This is an optimization exercise on Yosys and OpenROAD, whose aim is small area, not a production implementation. Where RTL was checked, it was by simulation tests only, not by an equivalence proof against the original. Power figures rest on the tool's default switching activity, not on a simulated workload.

Setup of build 98:
Design pci_lite_top, start of the top module:
module pci_lite_top (
    input  logic                                 clk,
    input  logic                                 arst_n,
    input  logic                                 start,
    input  logic                                 write,
    input  logic [31:0]                          addr,
    input  logic [2:0]                           count,
    input  logic [31:0]                          wdata,
    output logic                                 word_taken,
    output logic [31:0]                          rdata,
    output logic                                 rdata_valid,
    output logic                                 busy,
    output logic                                 done,
    output logic                                 abort,
    input  logic [3:0]                           ext_req,
    output logic [3:0]                           ext_gnt
);
    logic                           local_req;
    logic [pci_lite_pkg::n_req-1:0] arb_gnt;
    logic                           take;
    logic                           in_window;
    logic                           data_phase;
    logic                           claim_q;
    logic                           write_q;
    logic                           bus_idle;
    assign ext_gnt  = arb_gnt[pci_lite_pkg::n_req-1:1];
    assign bus_idle = !busy || local_req;
    bus_arbiter u_arbiter (
        .clk      (clk),
        .arst_n   (arst_n),
        .req      ({ext_req, local_req}),
        .gnt      (arb_gnt),
        .bus_idle (bus_idle)
    );
    bus_initiator u_initiator (
        .clk        (clk),
        .arst_n     (arst_n),
        .start      (start),
        .write      (write),
        .addr       (addr),
  ...
Size in the first run: about 960 cells after synthesis, about 350 flip-flops, ~120 I/O pins, about 12000 µm² of cells after synthesis.
clock: 5.0 ns
lec_check: 0
cap_margin: 20
core_margin: 2
core_utilization: 40
cts_buf_list: sky130_fd_sc_hd__clkbuf_16
cts_cluster_diameter: 80
cts_cluster_size: 22
place_density: 0.6
slew_margin: 20
synth_hierarchical: 1
run.sh (not shown) runs the stock make flow with config.mk's settings and CLKGATE_MAP_FILE= SYNTH_SCRIPT=/design/flow/synth_recipe.tcl, a recipe that flattens the netlist after the stock synthesis.
Build 98 closes out successfully: all stages finished, all timing, DRC and antenna checks passed.
### build 98 -> build 23
Settings: swapping 0.6 for 0.75 in PLACE_DENSITY; swapping 40 for 60 in CORE_UTILIZATION; swapping 80 for 100 in CTS_CLUSTER_DIAMETER; swapping 22 for 30 in CTS_CLUSTER_SIZE.
==> flow/flow/run.sh (new file) <==
#!/bin/bash
# Standard layout, with the port buffers made as the smallest buffer cell
# and a clock tree without dummy loads.
set -euo pipefail
export BUFFER_PORTS_ARGS="-buffer_cell sky130_fd_sc_hd__buf_1"
export CTS_ARGS="-sink_clustering_enable -repair_clock_nets -buf_list sky130_fd_sc_hd__clkbuf_16 -sink_clustering_size 30 -sink_clustering_max_diameter 100 -dont_use_dummy_load -root_buf sky130_fd_sc_hd__clkbuf_4"
bash standard.sh > standard_flow.log 2>&1
==> flow/standard.sh (new file) <==
#!/bin/bash
# synth_recipe.tcl (not shown) runs the flow's synth.tcl, then flattens the netlist and writes it again
# the make line also repeats each setting of config.mk as NAME=value (left out here)
make -C /OpenROAD-flow-scripts/flow DESIGN_CONFIG=/design/flow/config.mk WORK_HOME=/design/flow/orfs CLKGATE_MAP_FILE= SYNTH_SCRIPT=/design/flow/synth_recipe.tcl "${@:-finish}"
removed: flow/run.sh
Notes after the runs:
Build 23 reached the final stage; the timing, DRC and antenna checks on its layout passed. Build 98 vs build 23, path class of the lowest-slack min-delay path: reg -> reg vs in -> async. Of build 98 and build 23, build 23 shows the lower combinational power, with build 98 above it. Side by side, delay of the slowest cell on the worst path turned out lower in build 23 than in build 98. Antenna cell count | build 23 above build 98. Slowest stage cell on the critical path = nor2_2: build 23; slowest stage cell on the critical path = and3_1: build 98. Global router's overall resource usage (higher): build 23. Build 23 vs. build 98: leakage power summed over all cells -7.6%, minimum setup slack in the final design ~0 delta, post-layout total power -0.45 mW. On proportion of power drawn by combinational gates, build 98 and build 23 are basically level.
## Diff of input files: build 36 against build 23
Settings: swapping 60 for 40 in CORE_UTILIZATION; swapping 0.75 for 0.6 in PLACE_DENSITY.
==> flow/run.sh (new file) <==
#!/bin/bash
# synth_recipe.tcl (not shown) runs the flow's synth.tcl, then flattens the netlist and writes it again
# the make line also repeats each setting of config.mk as NAME=value (left out here)
make -C /OpenROAD-flow-scripts/flow DESIGN_CONFIG=/design/flow/config.mk WORK_HOME=/design/flow/orfs CLKGATE_MAP_FILE= SYNTH_SCRIPT=/design/flow/synth_recipe.tcl finish
removed: flow/flow/run.sh
removed: flow/standard.sh
==> comparison <==
Number of cells produced by synthesis came out exactly the same in build 23 and build 36.
Compared with build 23, in build 36 per-cell routed wire length now sits lower, total length of routed wires went up.
### build 36 -> build 4
==> flow/flow/run.sh (new file) <==
#!/bin/bash
# Standard layout, with the port buffers made as the smallest buffer cell.
set -euo pipefail
export BUFFER_PORTS_ARGS="-buffer_cell sky130_fd_sc_hd__buf_1"
bash standard.sh > standard_flow.log 2>&1
==> flow/standard.sh (new file) <==
#!/bin/bash
# synth_recipe.tcl (not shown) runs the flow's synth.tcl, then flattens the netlist and writes it again
# the make line also repeats each setting of config.mk as NAME=value (left out here)
make -C /OpenROAD-flow-scripts/flow DESIGN_CONFIG=/design/flow/config.mk WORK_HOME=/design/flow/orfs CLKGATE_MAP_FILE= SYNTH_SCRIPT=/design/flow/synth_recipe.tcl "${@:-finish}"
removed: flow/run.sh
==> comparison <==
- Build 4 vs build 36, setup slack after layout went up by 0.36 ns.
- As far as global-route usage is concerned, build 4 and build 36 perform about the same.
- Diff build 36 -> build 4: final wirelength increased by 0.73% relative to the old numbers; worst hold slack decreased by 0.022 ns relative to the old numbers; number of CTS-inserted buffers closely matched the old numbers; clock skew increased by 0.0070 ns relative to the old numbers.
- The met1 global-route usage of build 4 is higher than that of build 36.
- Compared with build 36, in build 4 clock network fraction of design power shows an increase of 0.7 points; placed instance count shows a reduction of 13.
Changes in build 24 relative to build 4:
--- a/flow/flow/run.sh
+++ b/flow/flow/run.sh
@@ -2 +2,2 @@
-# Standard layout, with the port buffers made as the smallest buffer cell.
+# Standard layout, with the port buffers made as the smallest buffer cell
+# and a clock tree without dummy loads.
@@ -4,0 +6 @@
+export CTS_ARGS="-sink_clustering_enable -repair_clock_nets -buf_list sky130_fd_sc_hd__clkbuf_16 -sink_clustering_size 30 -sink_clustering_max_diameter 100 -dont_use_dummy_load -root_buf sky130_fd_sc_hd__clkbuf_4"
==> notes.md <==
Min sequential share of layout area across build 24 and build 4: build 4. | number of cells in the finished layout apart from fillers | build 24 vs build 4 | ≈ equal |. Core utilization came out lower on build 24 than on build 4. The portion of total power attributed to sequential cells reported for build 24 is greater than that of build 4 by 1.3 points. Part of the power in combinational logic, build 24 and build 4, higher one = build 24. The via count on build 4 is in line with that on build 24.

---

pci_lite_top, a different RTL version from the one above (not shown whole).
Size in the first run: roughly 790 cells after synthesis.
make LEC_CHECK=0 CAP_MARGIN=20 CORE_MARGIN=2 CORE_UTILIZATION=40 PLACE_DENSITY=0.6 SLEW_MARGIN=20 finish   # period 5.0 ns
Stock flow here: none of the scripts above is used.
Change:
--- a/flow/config.mk
+++ b/flow/config.mk
@@ -6,7 +6,8 @@
 export NUM_CORES = 4
 export LEC_CHECK = 0
-export CAP_MARGIN = 20
+export CAP_MARGIN = 0
 export CORE_MARGIN = 2
 export CORE_UTILIZATION = 40
+export CTS_BUF_LIST = sky130_fd_sc_hd__clkbuf_4
 export PLACE_DENSITY = 0.6
-export SLEW_MARGIN = 20
+export SLEW_MARGIN = 0
Outcome: The new run produced a clean layout; wire length increases by about 1.9%; total power came out higher by 1.2%; synthesized area stays the same.
Change:
--- a/flow/config.mk
+++ b/flow/config.mk
@@ -9,5 +9,5 @@
 export CORE_MARGIN = 2
 export CORE_UTILIZATION = 40
-export CTS_BUF_LIST = sky130_fd_sc_hd__clkbuf_4
+export CTS_BUF_LIST = sky130_fd_sc_hd__clkbuf_8
 export PLACE_DENSITY = 0.6
 export SLEW_MARGIN = 0
Routed wire length is lower by 0.78%.
Via count falls by 1.9%.
Cell area fell by 0.75%.
First-iteration DRC count went down by 1.0%.
Clock power decreases by 8.9%.
Synthesized area is unchanged.
Worst hold slack is better by 0.0039 ns.
Power is lower by 3.3%.
Combinational power hardly moves.
Global-route usage goes down by 0.35 points.

---

The RTL this note starts from:
==> flow/design.v <==
package pci_lite_pkg;
    localparam int n_req       = 5;     
    localparam int count_width = 3;     
    localparam int mem_words   = 10;
    localparam int idx_width   = 4;     
    localparam int target_base = 10;    
    localparam int devsel_timeout = 4;
    typedef enum logic [2:0] {
        st_idle    = 3'b000,
        st_request = 3'b001,
        st_address = 3'b011,
        st_data    = 3'b010,
        st_finish  = 3'b100
    } bus_state_t;
endpackage
`timescale 1ns/1ns
module bus_arbiter (
    input  logic                           clk,
    input  logic                           arst_n,
    input  logic [pci_lite_pkg::n_req-1:0] req,
    output logic [pci_lite_pkg::n_req-1:0] gnt,
    input  logic                           bus_idle
);
    logic [pci_lite_pkg::n_req-1:0] next_gnt;
    always_comb
    begin
        next_gnt = '0;
        for (int i = 0; i < pci_lite_pkg::n_req; i++)
        begin
            if (req[i])
            begin
                next_gnt    = '0;
                next_gnt[i] = 1'b1;
            end
        end
    end
    always_ff @(posedge clk or negedge arst_n)
    begin
        if (!arst_n)
            gnt <= '0;
        else if (bus_idle)
            gnt <= next_gnt;
    end
endmodule
`timescale 1ns/1ns
module bus_initiator (
    input  logic                                 clk,
    input  logic                                 arst_n,
    input  logic                                 start,
    input  logic                                 write,
    input  logic [31:0]                          addr,
    input  logic [pci_lite_pkg::count_width-1:0] count,
    output logic                                 busy,
    output logic                                 done,
    output logic                                 abort,
    output logic                                 local_req,
    input  logic                                 local_gnt,
    output logic                                 take,        
    output logic                                 in_window,   
    output logic                                 data_phase,
    output logic                                 claim_q,     
    output logic                                 write_q
);
    pci_lite_pkg::bus_state_t             state;
    logic [pci_lite_pkg::count_width-1:0] cnt;    
    assign in_window  = (addr[31:5] == '0) &&
                        (addr[4:0] >= 5'(pci_lite_pkg::target_base)) &&
                        (addr[4:0] <  5'(pci_lite_pkg::target_base + pci_lite_pkg::mem_words));
    assign take       = start && ((state == pci_lite_pkg::st_idle) || (state == pci_lite_pkg::st_finish));
    assign data_phase = (state == pci_lite_pkg::st_data);
    always_ff @(posedge clk or negedge arst_n)
    begin
        if (!arst_n)
            state <= pci_lite_pkg::st_idle;
        else
            case (state)
                pci_lite_pkg::st_idle, pci_lite_pkg::st_finish:
                    state <= start ? pci_lite_pkg::st_request : pci_lite_pkg::st_idle;
                pci_lite_pkg::st_request:
                    if (local_gnt)
                        state <= pci_lite_pkg::st_address;
                pci_lite_pkg::st_address:
                    state <= pci_lite_pkg::st_data;
                pci_lite_pkg::st_data:
                    if (cnt == '0)
                        state <= pci_lite_pkg::st_finish;
                default:
                    state <= pci_lite_pkg::st_idle;
            endcase
    end
    always_ff @(posedge clk)
    begin
        if (take)
        begin
            write_q <= write;
            claim_q <= in_window;
            cnt     <= in_window ? count : pci_lite_pkg::count_width'(pci_lite_pkg::devsel_timeout - 1);
        end
        else if (data_phase)
            cnt <= cnt - 1'b1;
    end
    assign busy      = (state == pci_lite_pkg::st_request) || (state == pci_lite_pkg::st_address) ||
                       (state == pci_lite_pkg::st_data);
    assign done      = (state == pci_lite_pkg::st_finish);
    assign abort     = done && !claim_q;
    assign local_req = (state == pci_lite_pkg::st_request);
endmodule
`timescale 1ns/1ns
module mem_bit_next (
    input  logic we,
    input  logic nwe,
    input  logic w,
    input  logic q,
    output logic d
);
    assign d = (we | q) & (nwe | w);
endmodule
module mem_aoi222 (
    input  logic a1, a2, b1, b2, c1, c2,
    output logic y
);
    assign y = !((a1 & a2) | (b1 & b2) | (c1 & c2));
endmodule
module mem_nand2 (
    input  logic a, b,
    output logic y
);
    assign y = !(a & b);
endmodule
module mem_nand4 (
    input  logic a, b, c, d,
    output logic y
);
    assign y = !(a & b & c & d);
endmodule
module target_memory (
    input  logic                                 clk,
    input  logic                                 arst_n,
    input  logic                                 take,
    input  logic [pci_lite_pkg::idx_width-1:0]   addr_lo,    
    input  logic                                 data_phase,
    input  logic                                 claim_q,
    input  logic                                 write_q,
    input  logic [31:0]                          wdata,
    output logic                                 word_taken,
    output logic [31:0]                          rdata,
    output logic                                 rdata_valid
);
    logic [31:0]                        mem [16];
    logic [31:0]                        mem_d [16];
    logic [15:0]                        written;    
    logic [3:0]                         slot;       
    logic [15:0]                        sel;
    logic [15:0]                        we;
    logic [15:0]                        nwe;
    logic [15:0]                        rsel;
    logic                               step;
    assign word_taken = data_phase && claim_q && write_q;
    assign step       = data_phase && (write_q || rdata_valid);
    always_ff @(posedge clk or negedge arst_n)
    begin
        if (!arst_n)
            rdata_valid <= 1'b0;
        else
            rdata_valid <= data_phase && claim_q && !write_q;
    end
    always_ff @(posedge clk)
    begin
        if (take)
            slot <= addr_lo;
        else if (step)
            slot <= (slot == 4'd3) ? 4'd10 : slot + 1'b1;
    end
    always_comb
    begin
        sel = '0;
        sel[0]  = !slot[3] && !slot[1] && !slot[0];
        sel[1]  = !slot[3] && !slot[1] &&  slot[0];
        sel[2]  = !slot[3] &&  slot[1] && !slot[0];
        sel[3]  = !slot[3] &&  slot[1] &&  slot[0];
        sel[10] =  slot[3] && !slot[2] && !slot[0];
        sel[11] =  slot[3] && !slot[2] &&  slot[0];
        sel[12] =  slot[2] && !slot[1] && !slot[0];
        sel[13] =  slot[2] && !slot[1] &&  slot[0];
        sel[14] =  slot[2] &&  slot[1] && !slot[0];
        sel[15] =  slot[2] &&  slot[1] &&  slot[0];
    end
    always_comb
        for (int i = 0; i < 16; i++)
        begin
            we[i]   = word_taken && sel[i];
            nwe[i]  = !we[i];
            rsel[i] = sel[i] && written[i];
        end
    always_ff @(posedge clk or negedge arst_n)
    begin
        if (!arst_n)
        begin
            for (int i = 0; i < 16; i++)
                if (i < 4 || i >= 10)
                    written[i] <= 1'b0;
        end
        else
            for (int i = 0; i < 16; i++)
                if ((i < 4 || i >= 10) && we[i])
                    written[i] <= 1'b1;
    end
    for (genvar i = 0; i < 16; i++)
    if (i < 4 || i >= 10)
    begin : g_word
        for (genvar b = 0; b < 32; b++)
        begin : g_bit
            mem_bit_next u_next (
                .we  (we[i]),
                .nwe (nwe[i]),
                .w   (wdata[b]),
                .q   (mem[i][b]),
                .d   (mem_d[i][b])
            );
        end
    end
    always_ff @(posedge clk)
        for (int i = 0; i < 16; i++)
            if (i < 4 || i >= 10)
                mem[i] <= mem_d[i];
    for (genvar b = 0; b < 32; b++)
    begin : g_rd
        logic y0, y1, y2, y3;
        mem_aoi222 u_a0 (.a1(rsel[10]), .a2(mem[10][b]), .b1(rsel[11]), .b2(mem[11][b]), .c1(rsel[12]), .c2(mem[12][b]), .y(y0));
        mem_aoi222 u_a1 (.a1(rsel[13]), .a2(mem[13][b]), .b1(rsel[14]), .b2(mem[14][b]), .c1(rsel[15]), .c2(mem[15][b]), .y(y1));
        mem_aoi222 u_a2 (.a1(rsel[0]), .a2(mem[0][b]), .b1(rsel[1]), .b2(mem[1][b]), .c1(rsel[2]), .c2(mem[2][b]), .y(y2));
        mem_nand2  u_n9 (.a(rsel[3]), .b(mem[3][b]), .y(y3));
        mem_nand4  u_or (.a(y0), .b(y1), .c(y2), .d(y3), .y(rdata[b]));
    end
endmodule
`timescale 1ns/1ns
module pci_lite_top (
    input  logic                                 clk,
    input  logic                                 arst_n,
    input  logic                                 start,
    input  logic                                 write,
    input  logic [31:0]                          addr,
    input  logic [2:0]                           count,
    input  logic [31:0]                          wdata,
    output logic                                 word_taken,
    output logic [31:0]                          rdata,
    output logic                                 rdata_valid,
    output logic                                 busy,
    output logic                                 done,
    output logic                                 abort,
    input  logic [3:0]                           ext_req,
    output logic [3:0]                           ext_gnt
);
    logic                           local_req;
    logic [pci_lite_pkg::n_req-1:0] arb_gnt;
    logic                           take;
    logic                           in_window;
    logic                           data_phase;
    logic                           claim_q;
    logic                           write_q;
    logic                           bus_idle;
    assign ext_gnt  = arb_gnt[pci_lite_pkg::n_req-1:1];
    assign bus_idle = !busy || local_req;
    bus_arbiter u_arbiter (
        .clk      (clk),
        .arst_n   (arst_n),
        .req      ({ext_req, local_req}),
        .gnt      (arb_gnt),
        .bus_idle (bus_idle)
    );
    bus_initiator u_initiator (
        .clk        (clk),
        .arst_n     (arst_n),
        .start      (start),
        .write      (write),
        .addr       (addr),
        .count      (count),
        .busy       (busy),
        .done       (done),
        .abort      (abort),
        .local_req  (local_req),
        .local_gnt  (arb_gnt[0]),
        .take       (take),
        .in_window  (in_window),
        .data_phase (data_phase),
        .claim_q    (claim_q),
        .write_q    (write_q)
    );
    target_memory u_target (
        .clk         (clk),
        .arst_n      (arst_n),
        .take        (take),
        .addr_lo     (addr[3:0]),
        .data_phase  (data_phase),
        .claim_q     (claim_q),
        .write_q     (write_q),
        .wdata       (wdata),
        .word_taken  (word_taken),
        .rdata       (rdata),
        .rdata_valid (rdata_valid)
    );
endmodule
clock: 5.0 ns
lec_check: 0
cap_margin: 20
core_margin: 2
core_utilization: 40
cts_buf_list: sky130_fd_sc_hd__clkbuf_16
cts_cluster_diameter: 100
cts_cluster_size: 30
place_density: 0.6
slew_margin: 20
synth_hierarchical: 1
standard.sh (not shown) runs the stock make flow with config.mk's settings and CLKGATE_MAP_FILE= SYNTH_SCRIPT=/design/flow/synth_recipe.tcl, a recipe that flattens the netlist after the stock synthesis.
==> flow/flow/run.sh <==
#!/bin/bash
# Standard layout, with the port buffers made as the smallest buffer cell.
set -euo pipefail
export BUFFER_PORTS_ARGS="-buffer_cell sky130_fd_sc_hd__buf_1"
bash standard.sh > standard_flow.log 2>&1
The starting point passed the timing, DRC and antenna checks.
Rerun with:
==> flow/flow/run.sh (replaced) <==
#!/bin/bash
# Standard layout, with the port buffers made as the smallest buffer cell
# and a clock tree without dummy loads.
set -euo pipefail
export BUFFER_PORTS_ARGS="-buffer_cell sky130_fd_sc_hd__buf_1"
export CTS_ARGS="-sink_clustering_enable -repair_clock_nets -buf_list sky130_fd_sc_hd__clkbuf_16 -sink_clustering_size 30 -sink_clustering_max_diameter 100 -dont_use_dummy_load -root_buf sky130_fd_sc_hd__clkbuf_4"
bash standard.sh > standard_flow.log 2>&1
=>
- via count is about the same
- setup slack degrades by 0.17 ns
- final area falls by 0.54%
- non-clock buffer count stays the same
- clock power drops by about 10%
- count of clock-buffer cells in the layout does not change
- clock skew came out higher by 0.013 ns
- worst hold slack is worse by 0.17 ns
- register-to-register slack got worse by 0.04 ns
Rerun with:
==> flow/flow/run.sh (replaced) <==
#!/bin/bash
# Standard layout, with the port buffers made as the smallest buffer cell.
set -euo pipefail
export BUFFER_PORTS_ARGS="-buffer_cell sky130_fd_sc_hd__buf_1"
bash standard.sh > standard_flow.log 2>&1
Settings changed: CAP_MARGIN 20 to 0, GPL_TIMING_DRIVEN set to 0, SLEW_MARGIN 20 to 0.
Routed wire length came out higher by 4.5%.
Critical path depth came out higher by 3.
Setup slack hardly moves.
Register-to-register slack gets worse by 0.27 ns.
Total power goes up by 2.9%.
Via count came out higher by 1.4%.
No functional check of the RTL was part of any run of this note.

## what the ideal ports hide
Ports are ideal in the flow. The routed layouts listed here were re-timed in OpenROAD. Step 1, drivers: a clkbuf_16 drives clk and a buf_2 each remaining input, both assumed. Step 2 adds t to the input delays and takes it off the output delays; t is the mean of the earliest and latest rising clock arrival at the registers after step 1. Input paths then give back, and output paths get back, about the clock's delay inside the block. a / b / c = ideal / step 1 / step 2; a / b = the first two.
run | t, ns | setup slack, ns | slew at the worst register clock pin (ns)
build 98 | 0.565 | 0.582 / 0.531 / 1.096 | 0.09 / 0.09
build 23 | 0.692 | 0.580 / 0.536 / 1.227 | 0.12 / 0.12
build 36 | 0.548 | 0.538 / 0.492 / 1.040 | 0.11 / 0.11
build 4 | 0.544 | 0.899 / 0.850 / 1.394 | 0.11 / 0.11
build 24 | 0.706 | 0.739 / 0.697 / 1.402 | 0.11 / 0.11
the first run of note 2 | 0.561 | 0.418 / 0.370 / 0.931 | 0.06 / 0.06
the second run of note 2 | 0.755 | 0.232 / 0.192 / 0.947 | 0.08 / 0.08
the third run of note 2 | 0.631 | 0.335 / 0.290 / 0.920 | 0.07 / 0.07
the first run of note 3 | 0.546 | 1.057 / 1.009 / 1.555 | 0.11 / 0.11
the second run of note 3 | 0.702 | 0.892 / 0.848 / 1.550 | 0.11 / 0.11
the third run of note 3 | 0.559 | 0.889 / 0.839 / 1.398 | 0.12 / 0.12
After both steps every run listed still meets setup and hold.
